Background: an optimization exercise with open tools, aiming at a short achievable clock period and few clock cycles per item. Do not read the settings as production practice.
Function was checked by simulation only, so behaviour that the tests miss may differ from the original.
Power figures rest on the tool's default switching activity, not on a simulated workload.

== main ==
// lc4_processor_ss
module lc4_processor_ss #(
    parameter logic [15:0] PC_RESET = 16'h8200
) (
    input  logic        gwe,
    input  logic        i_rst_n,
    output logic [15:0] o_cur_pc,
    input  logic [15:0] i_cur_insn_a,     
    input  logic [15:0] i_cur_insn_b,     
    output logic [15:0] o_dmem_addr,
    output logic        o_dmem_we,
    output logic [15:0] o_dmem_towrite,
    input  logic [15:0] i_dmem_rdata,
    output logic        o_retire_a_valid,
    output logic [15:0] o_retire_a_pc,
    output logic [15:0] o_retire_a_insn,
    output logic        o_retire_a_rd_we,
    output logic [2:0]  o_retire_a_rd,
    output logic [15:0] o_retire_a_wdata,
    output logic        o_retire_a_dmem_we,
    output logic [15:0] o_retire_a_dmem_addr,
    output logic        o_retire_b_valid,
    output logic [15:0] o_retire_b_pc,
    output logic [15:0] o_retire_b_insn,
    output logic        o_retire_b_rd_we,
    output logic [2:0]  o_retire_b_rd,
    output logic [15:0] o_retire_b_wdata,
    output logic        o_retire_b_dmem_we,
    output logic [15:0] o_retire_b_dmem_addr
);
Size in the first run: roughly 3,800 cells after synthesis, ~240 I/O pins, ~35,000 um2 of cells after synthesis.
export LEC_CHECK = 0
export CAP_MARGIN = 20
export CELL_PAD_IN_SITES_DETAIL_PLACEMENT = 1
export CELL_PAD_IN_SITES_GLOBAL_PLACEMENT = 1
export CORE_MARGIN = 2
export CORE_UTILIZATION = 30
export SETUP_SLACK_MARGIN = 4.3
export SLEW_MARGIN = 20
create_clock -name core_clock -period 6.5 [get_ports {gwe}]
run.sh (not shown) runs the stock make flow with config.mk's settings and CLKGATE_MAP_FILE= SYNTH_SCRIPT=/design/flow/synth_recipe.tcl, a recipe that flattens the netlist after the stock synthesis.
Testbench counts of main, summed over its fixed seeds: cycles 9,701, insns 16,000.
The inputs of the feature branch differ from those of main as listed below.
-- flow/design.v --
<<< main, line 40
    input  logic        i_b_mb,
    input  logic        i_b_r,
    input  logic        i_sub,
    input  logic        i_and,
    output logic [15:0] o_result
>>> the feature branch, line 40
    input  logic        i_b_mb,
    input  logic        i_b_r,
    input  logic        i_sub,       
    input  logic        i_and,
    output logic [15:0] o_result
<<< main, line 49
    logic [15:0] c;
    assign a  = ({16{i_a_mb}} & i_mb) | ({16{i_a_ma}} & i_ma) | ({16{i_a_r}} & i_a);
    assign b  = (({16{i_b_mb}} & i_mb) | ({16{i_b_ma}} & i_ma) | ({16{i_b_r}} & i_b)) ^
                {16{i_sub}};
    assign g0 = a & b;
    assign p0 = a ^ b;
>>> the feature branch, line 49
    logic [15:0] c;
    assign a  = ({16{i_a_mb}} & i_mb) | ({16{i_a_ma}} & i_ma) | ({16{i_a_r}} & i_a);
    assign b  = ({16{i_b_mb}} & i_mb) | ({16{i_b_ma}} & i_ma) | ({16{i_b_r}} & i_b);
    assign g0 = a & b;
    assign p0 = a ^ b;
<<< main, line 234
        any_reads = op_reads(insn, rs_re, rt_re, r) || (st && insn[11:9] == r);
    endfunction
    function automatic logic ldu_pair(input [15:0] insn, input rs_re, input rt_re);
        logic wb_s, wa_s, wb_t, wa_t;
        wb_s = db_valid && db_rd_we && db_rd == insn[8:6];
>>> the feature branch, line 233
        any_reads = op_reads(insn, rs_re, rt_re, r) || (st && insn[11:9] == r);
    endfunction
    function automatic logic waits(input [15:0] insn, input rs_re, input rt_re, input sub,
                                   input ld, input [2:0] r);
        waits = ld ? op_reads(insn, rs_re, rt_re, r) : (sub && rt_re && insn[2:0] == r);
    endfunction
    function automatic logic h_pair(input [15:0] insn, input rs_re, input rt_re, input sub);
        logic wb_s, wa_s, wb_t, wa_t;
        wb_s = db_valid && db_rd_we && db_rd == insn[8:6];
<<< main, line 240
        wb_t = db_valid && db_rd_we && db_rd == insn[2:0];
        wa_t = da_valid && da_rd_we && da_rd == insn[2:0];
        ldu_pair = (rs_re && (wb_s ? db_ld : (wa_s && da_ld))) ||
                   (rt_re && (wb_t ? db_ld : (wa_t && da_ld)));
    endfunction
    always_ff @(posedge gwe or negedge i_rst_n) begin
>>> the feature branch, line 243
        wb_t = db_valid && db_rd_we && db_rd == insn[2:0];
        wa_t = da_valid && da_rd_we && da_rd == insn[2:0];
        h_pair = (rs_re && (wb_s ? db_ld : (wa_s && da_ld))) ||
                 (rt_re && (wb_t ? (db_ld || sub) : (wa_t && (da_ld || sub))));
    endfunction
    always_ff @(posedge gwe or negedge i_rst_n) begin
<<< main, line 258
            db_valid <= 1'b1;
            pc_x     <= (pc_q + 16'd1) ^ PC_RESET;
            h_ldu_a  <= da_ld && op_reads(db_insn, db_rs_re, db_rt_re, da_rd);
            h_ldu_b  <= da_ld && op_reads(i_cur_insn_a, fa_rs_re, fa_rt_re, da_rd);
            h_bna    <= db_rd_we && any_reads(i_cur_insn_a, fa_rs_re, fa_rt_re, fa_st, db_rd);
        end else begin
>>> the feature branch, line 261
            db_valid <= 1'b1;
            pc_x     <= (pc_q + 16'd1) ^ PC_RESET;
            h_ldu_a  <= da_rd_we && waits(db_insn, db_rs_re, db_rt_re, db_sub, da_ld, da_rd);
            h_ldu_b  <= da_rd_we && waits(i_cur_insn_a, fa_rs_re, fa_rt_re, fa_sub, da_ld, da_rd);
            h_bna    <= db_rd_we && any_reads(i_cur_insn_a, fa_rs_re, fa_rt_re, fa_st, db_rd);
        end else begin
<<< main, line 265
            db_valid <= 1'b1;
            pc_x     <= (pc_q + 16'd2) ^ PC_RESET;
            h_ldu_a  <= ldu_pair(i_cur_insn_a, fa_rs_re, fa_rt_re);
            h_ldu_b  <= ldu_pair(i_cur_insn_b, fb_rs_re, fb_rt_re);
            h_bna    <= fa_rd_we && any_reads(i_cur_insn_b, fb_rs_re, fb_rt_re, fb_st,
                                              i_cur_insn_a[11:9]);
>>> the feature branch, line 268
            db_valid <= 1'b1;
            pc_x     <= (pc_q + 16'd2) ^ PC_RESET;
            h_ldu_a  <= h_pair(i_cur_insn_a, fa_rs_re, fa_rt_re, fa_sub);
            h_ldu_b  <= h_pair(i_cur_insn_b, fb_rs_re, fb_rt_re, fb_sub);
            h_bna    <= fa_rd_we && any_reads(i_cur_insn_b, fb_rs_re, fb_rt_re, fb_st,
                                              i_cur_insn_a[11:9]);
<<< main, line 307
        xa_a_mb <= da_rs_re && s_mb(da_rs);
        xa_a_r  <= !(da_rs_re && (s_ma(da_rs) || s_mb(da_rs)));
        xa_b    <= da_rt_re ? v_a_rt : da_imm;
        xa_b_ma <= da_rt_re && s_ma(da_rt);
        xa_b_mb <= da_rt_re && s_mb(da_rt);
>>> the feature branch, line 310
        xa_a_mb <= da_rs_re && s_mb(da_rs);
        xa_a_r  <= !(da_rs_re && (s_ma(da_rs) || s_mb(da_rs)));
        xa_b    <= da_rt_re ? (v_a_rt ^ {16{da_sub}}) : da_imm;   
        xa_b_ma <= da_rt_re && s_ma(da_rt);
        xa_b_mb <= da_rt_re && s_mb(da_rt);
<<< main, line 317
        xb_a_mb <= db_rs_re && s_mb(db_rs);
        xb_a_r  <= !(db_rs_re && (s_ma(db_rs) || s_mb(db_rs)));
        xb_b    <= db_rt_re ? v_b_rt : db_imm;
        xb_b_ma <= db_rt_re && s_ma(db_rt);
        xb_b_mb <= db_rt_re && s_mb(db_rt);
>>> the feature branch, line 320
        xb_a_mb <= db_rs_re && s_mb(db_rs);
        xb_a_r  <= !(db_rs_re && (s_ma(db_rs) || s_mb(db_rs)));
        xb_b    <= db_rt_re ? (v_b_rt ^ {16{db_sub}}) : db_imm;
        xb_b_ma <= db_rt_re && s_ma(db_rt);
        xb_b_mb <= db_rt_re && s_mb(db_rt);
Per the comparison of the feature branch with main, post-route cell area comparable; worst setup slack now larger. Against main, the feature branch comes in 19% higher on internal power. Total power of the feature branch is higher than that of main. In the flow results for the feature branch and main, the clock buffer count in the final layout is larger on the feature branch. | latest clock arrival within the worst-skew pair | main vs the feature branch | ≈ equal |. Number of inverters outside the clock class in the layout (main / the feature branch): 0.72. Sort the feature branch and main by worst hold slack desc -> top: the feature branch. Largest voltage drop on the vdd net went up by more than 10% going from main to the feature branch. Relative to main, relative contribution of combinational cells to total power has gone up in the feature branch. [compare] base=main new=the feature branch: mapped cell area dropped about 0.6%, number of inserted diodes now smaller.
Testbench counts of the feature branch, summed over its fixed seeds: cycles 9,883, insns 16,000.

==> afterwards: timing with drivers on the ports <==
In the flow no input, the clock included, has a driving cell. The finished layouts below were timed again as built, in two steps. Step 1, drivers: a clkbuf_16 drives gwe and a buf_2 each remaining input, both assumed. Step 2 moves the port delays by t, midway between the first and last clock arrival at a register: inputs arrive t later, outputs are due t later. That takes back most of the time a late clock gives input paths. Three values: ideal, step 1, step 2; two values: the first two.
run	t, ns	slack for setup (ns)	hold slack, ns
main	0.782	3.343 / 3.343 / 3.162	0.308 / 0.308 / 0.308
the feature branch	0.789	3.390 / 3.390 / 3.004	0.321 / 0.321 / 0.321
After both steps setup and hold are still met in every run listed. The setup slack of the feature branch, which loses most, moves by 0.000 ns with the drivers and by -0.386 ns with both steps.
